Context: an optimization exercise on an open-source flow, tuned for small area, a short achievable clock period and few clock cycles per item. The choices shown serve that exercise and are no tape-out recipe.
Function was checked by simulation only, so behaviour that the tests miss may differ from the original.
Power and IR drop assume default switching activity.

[design/flow/config.mk]
export PLATFORM = sky130hd
export DESIGN_NAME = bark_difference_hash_bits_core
export DESIGN_NICKNAME = bark_difference_hash_bits_core
export VERILOG_FILES = /design/flow/design.v
export SDC_FILE = /design/flow/constraint.sdc
export NUM_CORES = 4
export LEC_CHECK = 0
export CAP_MARGIN = 20
export CORE_MARGIN = 2
export CORE_UTILIZATION = 45
export SLEW_MARGIN = 20
[design/flow/design.v]
package bdh_pkg;
    localparam int CFG_IDX_W = 2;
    typedef logic [CFG_IDX_W-1:0] cfg_idx_t;
    localparam cfg_idx_t CFG_ENERGY_THR = 2'd0;
    localparam cfg_idx_t CFG_DIFF_THR   = 2'd1;
    localparam cfg_idx_t CFG_TOGGLE_CNT = 2'd2;
    localparam int CFG_DATA_W   = 32;
    localparam int TOGGLE_CNT_W = 6;
    localparam int MAX_TOGGLES  = 32;
    localparam int BAND_W     = 32;
    localparam int HASH_W     = 32;
    localparam int RANK_W     = 5;
    localparam int S_TDATA_W  = 32;
    localparam int M_TDATA_W  = 48;
    localparam int ST_W = 3;
    typedef logic [ST_W-1:0] state_t;
    localparam state_t ST_BAND  = 3'd0;
    localparam state_t ST_CALC  = 3'd1;
    localparam state_t ST_WRITE = 3'd2;
    localparam state_t ST_SCAN  = 3'd3;
    localparam state_t ST_DRAIN = 3'd4;
    localparam state_t ST_EMIT  = 3'd5;
    localparam state_t ST_EMIT0 = 3'd6;
endpackage
module bdh_ram #(
    parameter int WIDTH  = 8,
    parameter int DEPTH  = 32,
    parameter int ADDR_W = (DEPTH > 1) ? $clog2(DEPTH) : 1
) (
    input  logic              aclk,
    input  logic              we,
    input  logic [ADDR_W-1:0] waddr,
    input  logic [WIDTH-1:0]  wdata,
    input  logic              re,
    input  logic [ADDR_W-1:0] raddr,
    output logic [WIDTH-1:0]  rdata
);
    logic [WIDTH-1:0] mem [DEPTH];
    logic [WIDTH-1:0] rdata_reg;
    always_ff @(posedge aclk) begin
        if (we) begin
            mem[waddr] <= wdata;
        end
        if (re) begin
            rdata_reg <= mem[raddr];
        end
    end
    assign rdata = rdata_reg;
endmodule
import bdh_pkg::*;
module bark_difference_hash_bits_core #(
    parameter int NUM_BANDS    = 33,
    parameter int ENERGY_WIDTH = 32
) (
    input  logic                          aclk,
    input  logic                          aresetn,
    input  logic                          cfg_valid,
    output logic                          cfg_ready,
    input  bdh_pkg::cfg_idx_t             cfg_index,
    input  logic [bdh_pkg::CFG_DATA_W-1:0] cfg_data,
    input  logic                          s_tvalid,
    output logic                          s_tready,
    input  logic [bdh_pkg::S_TDATA_W-1:0] s_tdata,    
    input  logic [0:0]                    s_tuser,    
    output logic                          m_tvalid,
    input  logic                          m_tready,
    output logic [bdh_pkg::M_TDATA_W-1:0] m_tdata,
    output logic [0:0]                    m_tuser,    
    output logic                          m_tlast     
);
    localparam int NP = 32;      
    localparam int HW = 34;      
    logic [31:0] energy_thr_reg, diff_thr_reg;
    logic [5:0]  toggle_cnt_reg;
    logic [5:0]  band_cnt_reg;           
    logic        first_reg;
    logic [31:0] prev_e_reg;
    logic [NP-1:0][32:0] dq;             
    logic          st_v_reg;
    logic [HW-1:0] st_h_reg;             
    logic          st_loud_reg;
    logic [4:0]    st_idx_reg;
    logic [31:0]   hash_acc_reg;
    logic [NP-1:0][HW-1:0] sh;           
    logic [NP-1:0][4:0]    sk;           
    logic [NP-1:0][4:0]    sx;           
    logic [NP-1:0]         mask_reg;     
    logic [NP-1:0]         lm_reg;       
    logic [NP-1:0]         pl_reg;       
    logic        fc_reg;                 
    logic        active_reg;             
    logic        zero_reg;               
    logic [4:0]  rank_reg;
    logic [5:0]  left_reg;               
    logic [31:0] sort_hash_reg;
    logic        m_valid_reg;
    logic [4:0]  m_rank_reg, m_idx_reg;
    logic        m_tv_reg, m_last_reg;
    logic out_ok, step, ins_ok, ins, band0, s_xfer;
    assign cfg_ready = 1'b1;
    assign out_ok    = !m_valid_reg || m_tready;
    assign step      = active_reg && out_ok;
    assign ins_ok    = !fc_reg && (!active_reg || out_ok);
    assign ins       = st_v_reg && ins_ok;
    assign band0     = (band_cnt_reg == 6'd0);
    assign s_tready  = band0 || !st_v_reg || ins_ok;
    assign s_xfer    = s_tvalid && s_tready;
    logic [32:0]   d_new;
    logic [HW-1:0] a_part, h_new;
    logic          loud;
    assign d_new  = {1'b0, prev_e_reg} - {1'b0, s_tdata};
    assign a_part = {2'b00, prev_e_reg} - (first_reg ? {HW{1'b0}} : {dq[0][32], dq[0]});
    assign h_new  = a_part - {2'b00, s_tdata};
    assign loud   = (prev_e_reg > energy_thr_reg) || (s_tdata > energy_thr_reg);
    logic h_bit;
    assign h_bit = st_loud_reg && (st_h_reg > {1'b1, 1'b0, diff_thr_reg});
    logic [NP-1:0] lt, gt;               
    genvar gn;
    generate
        for (gn = 0; gn < NP; gn++) begin : g_cmp
            assign lt[gn] = lm_reg[gn] && (sh[gn] < st_h_reg);
            assign gt[gn] = lm_reg[gn] && (st_h_reg < sh[gn]);
        end
    endgenerate
    logic [5:0] pc;
    always_comb begin
        pc = '0;
        for (int j = 0; j < NP; j++) pc = pc + {5'd0, pl_reg[j]};
    end
    logic [NP-1:0] cand, win;
    logic [NP-1:0] below;                
    always_comb begin
        for (int j = 0; j < NP; j++) cand[j] = mask_reg[j] && (sk[j] <= rank_reg);
        below[0] = 1'b0;
        for (int j = 1; j < NP; j++) below[j] = below[j-1] || cand[j-1];
        win = cand & ~below;
    end
    logic [4:0] win_idx;
    always_comb begin
        win_idx = '0;
        for (int j = 0; j < NP; j++) win_idx = win_idx | (win[j] ? sx[j] : 5'd0);
    end
    logic mv;                            
    assign mv = step && !zero_reg;
    always_ff @(posedge aclk) begin
        if (s_xfer && !band0) begin
            for (int j = 0; j < NP - 1; j++) dq[j] <= dq[j+1];
            dq[NP-1]    <= d_new;
            st_h_reg    <= {~h_new[HW-1], h_new[HW-2:0]};
            st_loud_reg <= loud;
            st_idx_reg  <= band_cnt_reg[4:0] - 5'd1;
        end
        if (s_xfer) begin
            prev_e_reg <= s_tdata;
        end
        for (int j = 0; j < NP - 1; j++) begin
            if (ins || (mv && mask_reg[j])) begin
                sh[j] <= sh[j+1];
                if (mv && win[j+1]) begin
                    sk[j] <= sk[0];
                    sx[j] <= sx[0];
                end else begin
                    sk[j] <= sk[j+1] + {4'd0, ins && gt[j+1]}
                                     + ((j == NP - 2) ? pc[4:0] : 5'd0);
                    sx[j] <= sx[j+1];
                end
            end
        end
        if (ins) begin
            sh[NP-1] <= st_h_reg;
            sk[NP-1] <= 5'd0;
            sx[NP-1] <= st_idx_reg;
        end else begin
            sk[NP-1] <= sk[NP-1] + pc[4:0];
        end
        pl_reg <= ins ? lt : '0;
        if (ins) begin
            hash_acc_reg <= {hash_acc_reg[30:0], h_bit};
        end
        if (step && rank_reg == 5'd0) begin
            sort_hash_reg <= hash_acc_reg;
        end
        if (step) begin
            m_rank_reg <= rank_reg;
            m_idx_reg  <= zero_reg ? 5'd0 : win_idx;
            m_tv_reg   <= !zero_reg;
            m_last_reg <= zero_reg || (left_reg == 6'd1);
            rank_reg   <= rank_reg + 5'd1;
            left_reg   <= left_reg - 6'd1;
            mask_reg   <= {1'b0, mask_reg[NP-1:1]};
        end
        if (fc_reg) begin
            rank_reg <= 5'd0;
            left_reg <= (toggle_cnt_reg > 6'd32) ? 6'd32 : toggle_cnt_reg;
            zero_reg <= (toggle_cnt_reg == 6'd0);
            mask_reg <= '1;
        end
        if (!aresetn) begin
            energy_thr_reg <= 32'd25600;
            diff_thr_reg   <= 32'd2560;
            toggle_cnt_reg <= '0;
            band_cnt_reg   <= '0;
            first_reg      <= 1'b1;
            st_v_reg       <= 1'b0;
            lm_reg         <= '0;
            fc_reg         <= 1'b0;
            active_reg     <= 1'b0;
            m_valid_reg    <= 1'b0;
        end else begin
            if (cfg_valid) begin
                case (cfg_index)
                    CFG_ENERGY_THR: energy_thr_reg <= cfg_data;
                    CFG_DIFF_THR:   diff_thr_reg   <= cfg_data;
                    CFG_TOGGLE_CNT: toggle_cnt_reg <= cfg_data[TOGGLE_CNT_W-1:0];
                    default: ;
                endcase
            end
            if (s_xfer) begin
                if (band0) begin
                    band_cnt_reg <= 6'd1;
                    if (s_tuser[0]) first_reg <= 1'b1;
                end else if (band_cnt_reg == 6'd32) begin
                    band_cnt_reg <= 6'd0;
                    first_reg    <= 1'b0;
                end else begin
                    band_cnt_reg <= band_cnt_reg + 6'd1;
                end
            end
            if (s_xfer && !band0) begin
                st_v_reg <= 1'b1;
            end else if (ins) begin
                st_v_reg <= 1'b0;
            end
            if (ins) begin
                lm_reg <= (st_idx_reg == 5'd31) ? '0 : {1'b1, lm_reg[NP-1:1]};
            end
            fc_reg <= ins && (st_idx_reg == 5'd31);
            if (out_ok) begin
                m_valid_reg <= step;
            end
            if (step && (zero_reg || left_reg == 6'd1)) begin
                active_reg <= 1'b0;
            end
            if (fc_reg) begin
                active_reg <= 1'b1;
            end
        end
    end
    assign m_tvalid = m_valid_reg;
    assign m_tdata  = {6'd0, m_idx_reg, m_rank_reg, sort_hash_reg};
    assign m_tuser  = m_tv_reg;
    assign m_tlast  = m_last_reg;
endmodule
[design/flow/run.sh]
#!/bin/bash
# synth_recipe.tcl (not shown) runs the flow's synth.tcl, then flattens the netlist and writes it again
# the make line also repeats each setting of config.mk as NAME=value (left out here)
make -C /OpenROAD-flow-scripts/flow DESIGN_CONFIG=/design/flow/config.mk WORK_HOME=/design/flow/orfs CLKGATE_MAP_FILE= SYNTH_SCRIPT=/design/flow/synth_recipe.tcl finish
[design/flow/constraint.sdc]
create_clock -name core_clock -period 9.0 [get_ports {aclk}]
set_input_delay 1.8000 -clock core_clock [delete_from_list [all_inputs] [get_ports {aclk}]]
set_output_delay 1.8000 -clock core_clock [all_outputs]
set_load 0.01 [all_outputs]
==> results.json, run 1 <==
{
  "finalSetupViolCount": 0,
  "cts.clk_slew.worst_paths_ps": 60,
  "finalMaxSlewViolations": 0,
  "postRouteAntennaNets": 0,
  "finish.utilization": 0.5083,
  "cp_max_fo": 4,
  "fp.coreArea_mm2": 0.2906,
  "switching_power_mw": 7.940,
  "fin_cells": 14106,
  "fin_total_pwr_mw": 31.32,
  "drive_gt1_frac": 0.08225,
  "worst_setup_path_start_kind": "input port",
  "syn_inst": 9546,
  "whs_path_depth": 0,
  "fin_ws_ps": 2871,
  "synth_area_per_cell_um2": 13.76,
  "fin_tns_setup_ps": 0,
  "synth_area_mm2": 0.1313,
  "met3_usage": 0.02849,
  "grt-busiest-layer": "met2",
  "gr-total-overflow": 0,
  "ios": 125,
  "synthFlopType": "edfxtp_1",
  "cts_tree": "built",
  "syn_to_final_growth_pct": 12.47,
  "cts_sinks": 2801,
  "fin_skew_ps": 94.91,
  "r2r_start": "rank_reg[2]",
  "critPathArrivalTime_ps": 6760,
  "cellLeakagePower_nw": 59.95,
  "routabilityCongestion": 0.9014,
  "die_h_um": 544.2,
  "vias": 76242,
  "required_ps": 9630,
  "r2r_cells": 11,
  "place_inst": 13553,
  "hp-class": "reg -> reg",
  "synth_seq_area_share": 0.6262,
  "drtPass1Iterations": 6,
  "netSwitchingFraction": 0.2535,
  "reg2reg_slack_ps": 3070,
  "fmaxAchievable_ghz": 0.1632,
  "port-buffer-count": 117,
  "largest_reg_flops": 1088,
  "grt_max_degree": 146,
  "synth.area.top_cells": "edfxtp_1, ha_1, inv_1, a21o_1, dfxtp_1",
  "top_register": "sh",
  "wire_per_inst_um": 20.62,
  "final-hold-violation-count": 0,
  "min-delay-start": "dq[756]",
  "fp-row-count": 198,
  "combPwrFrac": 0.126,
  "synth_edf_count": 2614,
  "peakVddDrop_mv": 0.1857,
  "finalCritPeriodShare": 0.6810,
  "p_clk_frac": 0.381,
  "chipWidth_um": 544.2,
  "cts_resized": 0,
  "drt_iter0_drc": 5499,
  "htree_levels": 5,
  "antenna_found_initial": 9,
  "vias_per_cell": 5.405,
  "synth.distinct_cells": 99,
  "grt_pass1_wl_um": 450600,
  "place_area_mm2": 0.1381,
  "nets": 11583,
  "maxSlewHeadroom": 0.1388,
  "outcome": "timing/DRC/antenna clean",
  "grt_use_met1": 0.2595,
  "clockRootBuffer": "clkbuf_16",
  "yosys.area.top_type": "edfxtp_1",
  "cts_buffers": 305,
  "dp_slack_ps": 2004,
  "fillerInstances": 24391,
  "drc": 0,
  "yosys_warnings": 1,
  "postCtsHoldBufs": 0,
  "worstReg2RegEnd": "sk[146]",
  "clk_path_buf_depth": 4,
  "p_int_mw": 23.39,
  "wirelength_um": 290900,
  "start_util": 0.4519,
  "p_per_area_mw_per_mm2": 212.1,
  "cp-end-kind": "flop",
  "die_area_mm2": 0.2962,
  "cts_setup_buffers": 0,
  "track_usage": 0.1961,
  "path_class": "in -> reg",
  "rsz0062_at_grt": "no",
  "min_period_ps": 6129,
  "clk_latency_ps": 930,
  "met2_usage": 0.3298,
  "async_flop_share": 0,
  "maxCapViolCount": 0,
  "reg_top3": "sh (1088), dq (1056)",
  "ys_seq_elements": 2801,
  "fin_area_mm2": 0.1477,
  "hold_end": "dq[723]",
  "dpl.hpwl_um": 214300,
  "whs_ps": 366.3,
  "grt_pass1_vias": 80250,
  "worst_pin_slew_ps": 1289,
  "p_seq_frac": 0.493,
  "synth_top_area_frac": 0.5977
}
-- critical path, cell delays in order --
cell and delay, ps:
clkdlybuf4s50_1 510, inv_1 90, fa_1 560, inv_1 50, ha_1 190, or2_2 310, fa_1 410, a21o_1 200
a221oi_1 670, a21boi_0 390, o21ai_0 390, nand3_1 230, nand3_1 260, a21o_1 180, a21oi_1 70, or3b_2 460
-- logic make-up (layout without fill, tap and decap cells) --
group	count (synthesis)	count (layout)	synth area share
buf+inv	1451	2101	0.04239
fa+ha+maj	1548	1548	0.1509
xor+xnor	164	164	0.01094
other cells	2	12	0.00005718
flops	2801	2801	0.6262
mux	219	219	0.01880
compound gates	1676	1676	0.08400
simple gates	1685	1685	0.06674
-- cell usage in the layout (no fill, tap or decap), types with 81 or more instances in the layout --
master / instances
nand3_1: 167
clkdlybuf4s50_1: 117
o21ai_0: 238
xnor2_1: 83
a21o_1: 554
buf_4: 126
nor2_1: 256
ha_1: 1488
nand2_1: 461
nand4_1: 263
dfxtp_1: 186
edfxtp_1: 2614
mux2_2: 184
xor2_1: 81
nor3_1: 95
clkbuf_16: 313
inv_1: 1296
a21oi_1: 481
-- Yosys cell counts (20+ instances only) --
| library cell | count |
|---|---|
| o21a_1 | 53 |
| a21oi_1 | 482 |
| xor2_1 | 81 |
| a2111oi_0 | 21 |
| nand2_1 | 484 |
| inv_1 | 1298 |
| clkbuf_1 | 109 |
| nor4_1 | 22 |
| and4_1 | 68 |
| xnor2_1 | 83 |
| a221oi_1 | 42 |
| a21o_1 | 554 |
| ha_1 | 1488 |
| fa_1 | 60 |
| nand4_1 | 263 |
| mux2_1 | 21 |
| nand3b_1 | 35 |
| nand3_1 | 167 |
| mux2_2 | 184 |
| a211oi_1 | 26 |
| nor3b_1 | 20 |
| nor2_1 | 259 |
| dfxtp_1 | 187 |
| a22oi_1 | 21 |
| o211ai_1 | 51 |
| edfxtp_1 | 2614 |
| and3_1 | 43 |
| o31ai_1 | 27 |
| nor2b_1 | 73 |
| nor3_1 | 95 |
| nand2b_1 | 79 |
| o21ai_0 | 249 |
-- routing by layer --
layer	wire length, um	up-vias	part of all wire
met5	0	-	0
met4	9556	0	0.033
met3	14740	504	0.051
met2	138600	1798	0.48
met1	128000	37822	0.44
li1	-	36118	-
-- worst max path at each step --
stage	from	endpoint	slack, ps	cells after the start
2_1_floorplan	m_tready	dq[0]	-10030	6
3_3_place_gp	s_tdata[0]	st_h_reg[32]	1940	16
3_5_place_dp	s_tdata[0]	st_h_reg[32]	2000	16
4_1_cts	s_tdata[0]	st_h_reg[32]	2970	16
5_1_grt	s_tdata[0]	st_h_reg[32]	2640	16
6_report	s_tdata[0]	st_h_reg[32]	2870	16
-- power groups by stage --
| stage | sequential, mW | combinational (mW) | clock (mW) |
|---|---|---|---|
| detailed placement | 15.7 | 3.93 | 0 |
| CTS | 15.4 | 3.96 | 12.2 |
| global placement | 15.7 | 3.74 | 0 |
| global route | 15.5 | 4.43 | 12.8 |
| finish | 15.4 | 3.95 | 11.9 |
| floorplan | 16.0 | 2.48 | 0 |
-- area by class of cell --
class / instances / area (um^2) / area share
diodes: 5 / 12.51 / 0.00008471
multi-input cells: 5299 / 43830 / 0.2968
inverters: 1301 / 4890 / 0.03310
repair buffers: 255 / 2352 / 0.01593
flip-flops and latches: 2801 / 82240 / 0.5568
well taps: 3900 / 4880 / 0.03304
clock inverters: 144 / 1226 / 0.008301
clock buffers: 401 / 8273 / 0.05601
Testbench counts, summed over its fixed seeds: cycles 7,756, frames 192.
==> run 2, diff against run 1 <==
--- a/design/flow/design.v
+++ b/design/flow/design.v
@@ -72,6 +72,9 @@
     localparam int HW = 34;      
     logic [31:0] energy_thr_reg, diff_thr_reg;
     logic [5:0]  toggle_cnt_reg;
+    logic        in_v_reg;               
+    logic [31:0] in_e_reg;
+    logic        in_u_reg;
     logic [5:0]  band_cnt_reg;           
     logic        first_reg;
     logic [31:0] prev_e_reg;
@@ -96,22 +99,24 @@
     logic        m_valid_reg;
     logic [4:0]  m_rank_reg, m_idx_reg;
     logic        m_tv_reg, m_last_reg;
-    logic out_ok, step, ins_ok, ins, band0, s_xfer;
+    logic        q_valid_reg;            
+    logic [4:0]  q_rank_reg, q_idx_reg;
+    logic        q_tv_reg, q_last_reg;
+    logic step, ins_ok, ins, band0, in_take;
     assign cfg_ready = 1'b1;
-    assign out_ok    = !m_valid_reg || m_tready;
-    assign step      = active_reg && out_ok;
-    assign ins_ok    = !fc_reg && (!active_reg || out_ok);
+    assign step      = active_reg && !q_valid_reg && (rank_reg != 5'd0 || !m_valid_reg);
+    assign ins_ok    = !fc_reg && (!active_reg || step);
     assign ins       = st_v_reg && ins_ok;
     assign band0     = (band_cnt_reg == 6'd0);
-    assign s_tready  = band0 || !st_v_reg || ins_ok;
-    assign s_xfer    = s_tvalid && s_tready;
+    assign in_take   = in_v_reg && (band0 || !st_v_reg || ins_ok);
+    assign s_tready  = !in_v_reg || in_take;
     logic [32:0]   d_new;
     logic [HW-1:0] a_part, h_new;
     logic          loud;
-    assign d_new  = {1'b0, prev_e_reg} - {1'b0, s_tdata};
+    assign d_new  = {1'b0, prev_e_reg} - {1'b0, in_e_reg};
     assign a_part = {2'b00, prev_e_reg} - (first_reg ? {HW{1'b0}} : {dq[0][32], dq[0]});
-    assign h_new  = a_part - {2'b00, s_tdata};
-    assign loud   = (prev_e_reg > energy_thr_reg) || (s_tdata > energy_thr_reg);
+    assign h_new  = a_part - {2'b00, in_e_reg};
+    assign loud   = (prev_e_reg > energy_thr_reg) || (in_e_reg > energy_thr_reg);
     logic h_bit;
     assign h_bit = st_loud_reg && (st_h_reg > {1'b1, 1'b0, diff_thr_reg});
     logic [NP-1:0] lt, gt;               
@@ -122,18 +127,28 @@
             assign gt[gn] = lm_reg[gn] && (st_h_reg < sh[gn]);
         end
     endgenerate
-    logic [5:0] pc;
+    logic [7:0][2:0] pc4;
+    logic [3:0][3:0] pc8;
+    logic [1:0][4:0] pc16;
+    logic [5:0]      pc;
     always_comb begin
-        pc = '0;
-        for (int j = 0; j < NP; j++) pc = pc + {5'd0, pl_reg[j]};
+        for (int g = 0; g < 8; g++)
+            pc4[g] = {2'd0, pl_reg[4*g]} + {2'd0, pl_reg[4*g+1]}
+                   + {2'd0, pl_reg[4*g+2]} + {2'd0, pl_reg[4*g+3]};
+        for (int g = 0; g < 4; g++) pc8[g] = {1'b0, pc4[2*g]} + {1'b0, pc4[2*g+1]};
+        for (int g = 0; g < 2; g++) pc16[g] = {1'b0, pc8[2*g]} + {1'b0, pc8[2*g+1]};
+        pc = {1'b0, pc16[0]} + {1'b0, pc16[1]};
     end
     logic [NP-1:0] cand, win;
-    logic [NP-1:0] below;                
+    logic [NP-1:0] incl;                 
     always_comb begin
         for (int j = 0; j < NP; j++) cand[j] = mask_reg[j] && (sk[j] <= rank_reg);
-        below[0] = 1'b0;
-        for (int j = 1; j < NP; j++) below[j] = below[j-1] || cand[j-1];
-        win = cand & ~below;
+        incl = cand;
+        for (int l = 0; l < 5; l++)
+            for (int j = 0; j < NP; j++)
+                if ((j >> l) & 1) incl[j] = incl[j] | incl[((j >> l) << l) - 1];
+        win[0] = cand[0];
+        for (int j = 1; j < NP; j++) win[j] = cand[j] && !incl[j-1];
     end
     logic [4:0] win_idx;
     always_comb begin
@@ -143,15 +158,19 @@
     logic mv;                            
     assign mv = step && !zero_reg;
     always_ff @(posedge aclk) begin
-        if (s_xfer && !band0) begin
+        if (s_tvalid && s_tready) begin
+            in_e_reg <= s_tdata;
+            in_u_reg <= s_tuser[0];
+        end
+        if (in_take && !band0) begin
             for (int j = 0; j < NP - 1; j++) dq[j] <= dq[j+1];
             dq[NP-1]    <= d_new;
             st_h_reg    <= {~h_new[HW-1], h_new[HW-2:0]};
             st_loud_reg <= loud;
             st_idx_reg  <= band_cnt_reg[4:0] - 5'd1;
         end
-        if (s_xfer) begin
-            prev_e_reg <= s_tdata;
+        if (in_take) begin
+            prev_e_reg <= in_e_reg;
         end
         for (int j = 0; j < NP - 1; j++) begin
             if (ins || (mv && mask_reg[j])) begin
@@ -180,11 +199,26 @@
         if (step && rank_reg == 5'd0) begin
             sort_hash_reg <= hash_acc_reg;
         end
+        if (!m_valid_reg || m_tready) begin
+            if (q_valid_reg) begin
+                m_rank_reg <= q_rank_reg;
+                m_idx_reg  <= q_idx_reg;
+                m_tv_reg   <= q_tv_reg;
+                m_last_reg <= q_last_reg;
+            end else begin
+                m_rank_reg <= rank_reg;
+                m_idx_reg  <= zero_reg ? 5'd0 : win_idx;
+                m_tv_reg   <= !zero_reg;
+                m_last_reg <= zero_reg || (left_reg == 6'd1);
+            end
+        end
+        if (!q_valid_reg) begin
+            q_rank_reg <= rank_reg;
+            q_idx_reg  <= zero_reg ? 5'd0 : win_idx;
+            q_tv_reg   <= !zero_reg;
+            q_last_reg <= zero_reg || (left_reg == 6'd1);
+        end
         if (step) begin
-            m_rank_reg <= rank_reg;
-            m_idx_reg  <= zero_reg ? 5'd0 : win_idx;
-            m_tv_reg   <= !zero_reg;
-            m_last_reg <= zero_reg || (left_reg == 6'd1);
             rank_reg   <= rank_reg + 5'd1;
             left_reg   <= left_reg - 6'd1;
             mask_reg   <= {1'b0, mask_reg[NP-1:1]};
@@ -201,11 +235,13 @@
             toggle_cnt_reg <= '0;
             band_cnt_reg   <= '0;
             first_reg      <= 1'b1;
+            in_v_reg       <= 1'b0;
             st_v_reg       <= 1'b0;
             lm_reg         <= '0;
             fc_reg         <= 1'b0;
             active_reg     <= 1'b0;
             m_valid_reg    <= 1'b0;
+            q_valid_reg    <= 1'b0;
         end else begin
             if (cfg_valid) begin
                 case (cfg_index)
@@ -215,10 +251,15 @@
                     default: ;
                 endcase
             end
-            if (s_xfer) begin
+            if (s_tvalid && s_tready) begin
+                in_v_reg <= 1'b1;
+            end else if (in_take) begin
+                in_v_reg <= 1'b0;
+            end
+            if (in_take) begin
                 if (band0) begin
                     band_cnt_reg <= 6'd1;
-                    if (s_tuser[0]) first_reg <= 1'b1;
+                    if (in_u_reg) first_reg <= 1'b1;
                 end else if (band_cnt_reg == 6'd32) begin
                     band_cnt_reg <= 6'd0;
                     first_reg    <= 1'b0;
@@ -226,7 +267,7 @@
                     band_cnt_reg <= band_cnt_reg + 6'd1;
                 end
             end
-            if (s_xfer && !band0) begin
+            if (in_take && !band0) begin
                 st_v_reg <= 1'b1;
             end else if (ins) begin
                 st_v_reg <= 1'b0;
@@ -235,8 +276,11 @@
                 lm_reg <= (st_idx_reg == 5'd31) ? '0 : {1'b1, lm_reg[NP-1:1]};
             end
             fc_reg <= ins && (st_idx_reg == 5'd31);
-            if (out_ok) begin
-                m_valid_reg <= step;
+            if (!m_valid_reg || m_tready) begin
+                m_valid_reg <= q_valid_reg || step;
+                q_valid_reg <= 1'b0;
+            end else if (step) begin
+                q_valid_reg <= 1'b1;
             end
             if (step && (zero_reg || left_reg == 6'd1)) begin
                 active_reg <= 1'b0;
--- a/design/flow/config.mk
+++ b/design/flow/config.mk
@@ -8,4 +8,5 @@
 export CAP_MARGIN = 20
 export CORE_MARGIN = 2
 export CORE_UTILIZATION = 45
+export SETUP_SLACK_MARGIN = 4.5
 export SLEW_MARGIN = 20
==> results.json, run 2 <==
{
  "cp_max_fo": 2,
  "htree_levels": 5,
  "critPathArrivalTime_ps": 6190,
  "synthAdderAreaFrac": 0.1495,
  "vias": 77506,
  "top_register": "sh",
  "switching_power_mw": 7.039,
  "yosys.area.top_type": "edfxtp_1",
  "track_usage": 0.2000,
  "clk_path_buf_depth": 4,
  "hp-class": "reg -> reg",
  "ios": 125,
  "port-buffer-count": 117,
  "cpPeakStageDelay_ps": 570,
  "yosys.area_share.simple": 0.06844,
  "worst_pin_slew_ps": 1207,
  "clk_latency_ps": 940,
  "postRouteAntennaNets": 0,
  "synth.area.mux_share": 0.01713,
  "dpl.hpwl_um": 219200,
  "finalSetupViolCount": 0,
  "finalCritPeriodShare": 0.6177,
  "combPwrFrac": 0.084,
  "synth.area.top_cells": "edfxtp_1, ha_1, inv_1, dfxtp_1, a21o_1",
  "whs_ps": 404.2,
  "start_util": 0.4515,
  "cts_sinks": 2848,
  "synthFlopType": "edfxtp_1",
  "r2r_cells": 19,
  "nets": 11767,
  "cts_buffers": 309,
  "fin_skew_ps": 85.13,
  "required_ps": 9630,
  "synth_most_common_cell": "edfxtp_1",
  "reg2reg_slack_ps": 3440,
  "synthTopCellsByCount": "edfxtp_1, ha_1, inv_1",
  "synth_top_family_by_area": "adder cells",
  "cts.clk_slew.worst_paths_ps": 60,
  "multi_input_area_mm2": 0.04447,
  "min_period_ps": 5559,
  "reg_top3": "sh (1088), dq (1056)",
  "synth_seq_area_share": 0.6301,
  "syn_inst": 9672,
  "finalMaxSlewViolations": 0,
  "fp-row-count": 199,
  "synth_edf_count": 2647,
  "synth-compound-area-share": 0.08185,
  "rsz0062_at_grt": "yes",
  "gr-total-overflow": 0,
  "yosys_warnings": 1,
  "wire_per_inst_um": 21.24,
  "p_seq_frac": 0.495,
  "wirelength_um": 304100,
  "drive_gt1_frac": 0.09902,
  "fmaxAchievable_ghz": 0.1799,
  "seq_area_mm2": 0.08352,
  "routabilityCongestion": 0.8915,
  "p_per_area_mw_per_mm2": 199.6,
  "cpLargestDelayFamily": "adder cells",
  "fillerInstances": 24320,
  "path_cells": "fa_1 > inv_1 > fa_1 > inv_2 > fa_1 > fa_1 > fa_1 > inv_2 > fa_1 > inv_2 > ha_4 > fa_2 > inv_2 > fa_2 > inv_2 > a21o_1 > a21oi_2 > xor2_1 > mux2_4",
  "drt_iter0_drc": 5073,
  "synth_xor_xnor_area_share": 0.01084,
  "grt_pass1_wl_um": 463900,
  "netSwitchingFraction": 0.2333,
  "fin_tns_setup_ps": 0,
  "worst_setup_path_start_kind": "flop",
  "hold_end": "sh[887]",
  "whs_path_depth": 0,
  "final-hold-violation-count": 0,
  "grt_pass1_vias": 80516,
  "path_buf_inv": 6,
  "drc": 0,
  "die_h_um": 546.7,
  "cts_tree": "built",
  "ys_seq_elements": 2848,
  "layout_commonest_cell": "edfxtp_1",
  "r2r_start": "pl_reg[15]",
  "cp-end-kind": "flop",
  "outcome": "timing/DRC/antenna clean",
  "clockRootBuffer": "clkbuf_16",
  "synth_area_per_cell_um2": 13.70,
  "p_clk_frac": 0.420,
  "synth.distinct_cells": 92,
  "drtPass1Iterations": 6,
  "die_area_mm2": 0.2989,
  "synth_top_area_frac": 0.5997,
  "chipWidth_um": 546.7,
  "crit_slowest_cell": "fa_2",
  "vias_per_cell": 5.414,
  "cp_common_cell": "fa_1",
  "cellLeakagePower_nw": 60.80,
  "maxCapViolCount": 0,
  "maxSlewHeadroom": 0.1898,
  "antenna_found_initial": 9,
  "worstReg2RegEnd": "sk[154]",
  "syn_to_final_growth_pct": 14.04,
  "p_int_mw": 23.14,
  "path_class": "reg -> reg",
  "min-delay-start": "sh[921]",
  "largest_reg_flops": 1088,
  "async_flop_share": 0,
  "postCtsHoldBufs": 0,
  "peakVddDrop_mv": 0.1817,
  "synth_area_mm2": 0.1325,
  "grt_max_degree": 159,
  "layout_common_cells": "edfxtp_1, ha_1, inv_1",
  "fp.coreArea_mm2": 0.2936
}
-- run 2: cell count changes in the layout (fill, tap and decap cells not counted), sizes merged, moves of 28 or more --
| cell | before | now |
|---|---|---|
| a21o | 554 | 491 |
| nor3 | 101 | 59 |
| mux2 | 209 | 175 |
| o21ai | 249 | 292 |
| edfxtp | 2614 | 2647 |
| a21oi | 485 | 520 |
| nand2b | 79 | 112 |
| buf | 138 | 192 |
| nand2 | 487 | 459 |
| nor2b | 73 | 131 |
-- run 2: what timing repair did --
item                       in CTS  in global routing
pin swaps                      14                 35
setup endpoints to repair    1986                514
gates cloned                    4                  2
resized for setup             111                123
buffers inserted               23                 39
-- run 2: final cells by class --
type | instances | share of cell area
Antenna cell | 6 | 0.00009934
Clock buffer | 404 | 0.05644
Clock inverter | 152 | 0.01094
Inverter | 1315 | 0.03281
Multi-Input combinational cell | 5361 | 0.2942
Sequential cell | 2848 | 0.5526
Tap cell | 3919 | 0.03244
Timing Repair Buffer | 310 | 0.02041
Timing Repair inverter | 2 | 0.00006623
-- run 2: worst max path at each step --
stage | start | end | cells after the start | slack, ps
finish | pl_reg[15] | sk[154] | 19 | 3440
global route | pl_reg[15] | sk[154] | 19 | 3290
CTS | pl_reg[15] | sk[154] | 19 | 3410
detailed placement | pl_reg[11] | sk[154] | 19 | 3190
global placement | pl_reg[11] | sk[154] | 19 | 3100
floorplan | rank_reg[1] | dq[0] | 13 | -10030
-- run 2: layer usage --
metal / part of all wire / routed length [um] / track usage
met1: 0.43 / 129500 / 0.2552
met2: 0.49 / 148800 / 0.3450
met3: 0.045 / 13760 / 0.02654
met4: 0.039 / 12010 / 0.07846
met5: 0.000043 / 13 / 0
-- run 2: power by group through the flow --
stage	sequential [mW]	combinational, mW	clock (mW)
2_1_floorplan	15.3	1.49	0
3_3_place_gp	15.2	2.24	0
3_5_place_dp	15.2	2.34	0
4_1_cts	15.0	2.41	13.0
5_1_grt	15.0	2.82	13.5
6_report	15.0	2.55	12.7
-- run 2: logic make-up after synthesis --
| family | after synthesis |
|---|---|
| other cells | 2 |
| compound gates | 1684 |
| buf+inv | 1471 |
| mux | 203 |
| xor+xnor | 164 |
| simple gates | 1752 |
| fa+ha+maj | 1548 |
| flops | 2848 |
-- run 2: metrics by stage --
stage / util / total power, mW / setup slack, ps / cells / instance area [um^2]
6_report: 0.5149 / 30.17 / 3441 / 14317 / 151100
5_1_grt: 0.5148 / 31.30 / 3292 / 14312 / 151100
4_1_cts: 0.5118 / 30.39 / 3408 / 14268 / 150200
3_5_place_dp: 0.4746 / 17.59 / 3186 / 13685 / 139300
3_3_place_gp: 0.4744 / 17.48 / 3095 / 13681 / 139300
2_1_floorplan: - / 16.82 / -10030 / 9677 / 132600
Testbench counts of run 2, summed over its fixed seeds: cycles 7,800, frames 192.

## re-timing with driven ports
Ports are ideal in the flow. The routed layouts listed here were re-timed in OpenROAD.
Step 1 assumes that a clkbuf_16 drives the clock port and a buf_2 every other input.
Step 2 also shifts input and output timing later by t, the mid clock arrival at the registers, as if the neighbouring blocks saw the same clock.
Three values: ideal ports, drivers, drivers and shift; two values: the first two.
| run | t (ns) | setup WS [ns] | worst slew at a driven data input, ns | pins driven straight from the clock port |
|---|---|---|---|---|
| run 1 | 0.983 | 2.871 / 2.942 / 1.959 | 0.07 | 1 |
| run 2 | 0.996 | 3.441 / 3.441 / 3.441 | 0.10 | 1 |
After both steps setup and hold are still met in every run listed. For run 1, which loses most, drivers alone change the setup slack by +0.071 ns; drivers and shift together by -0.912 ns.
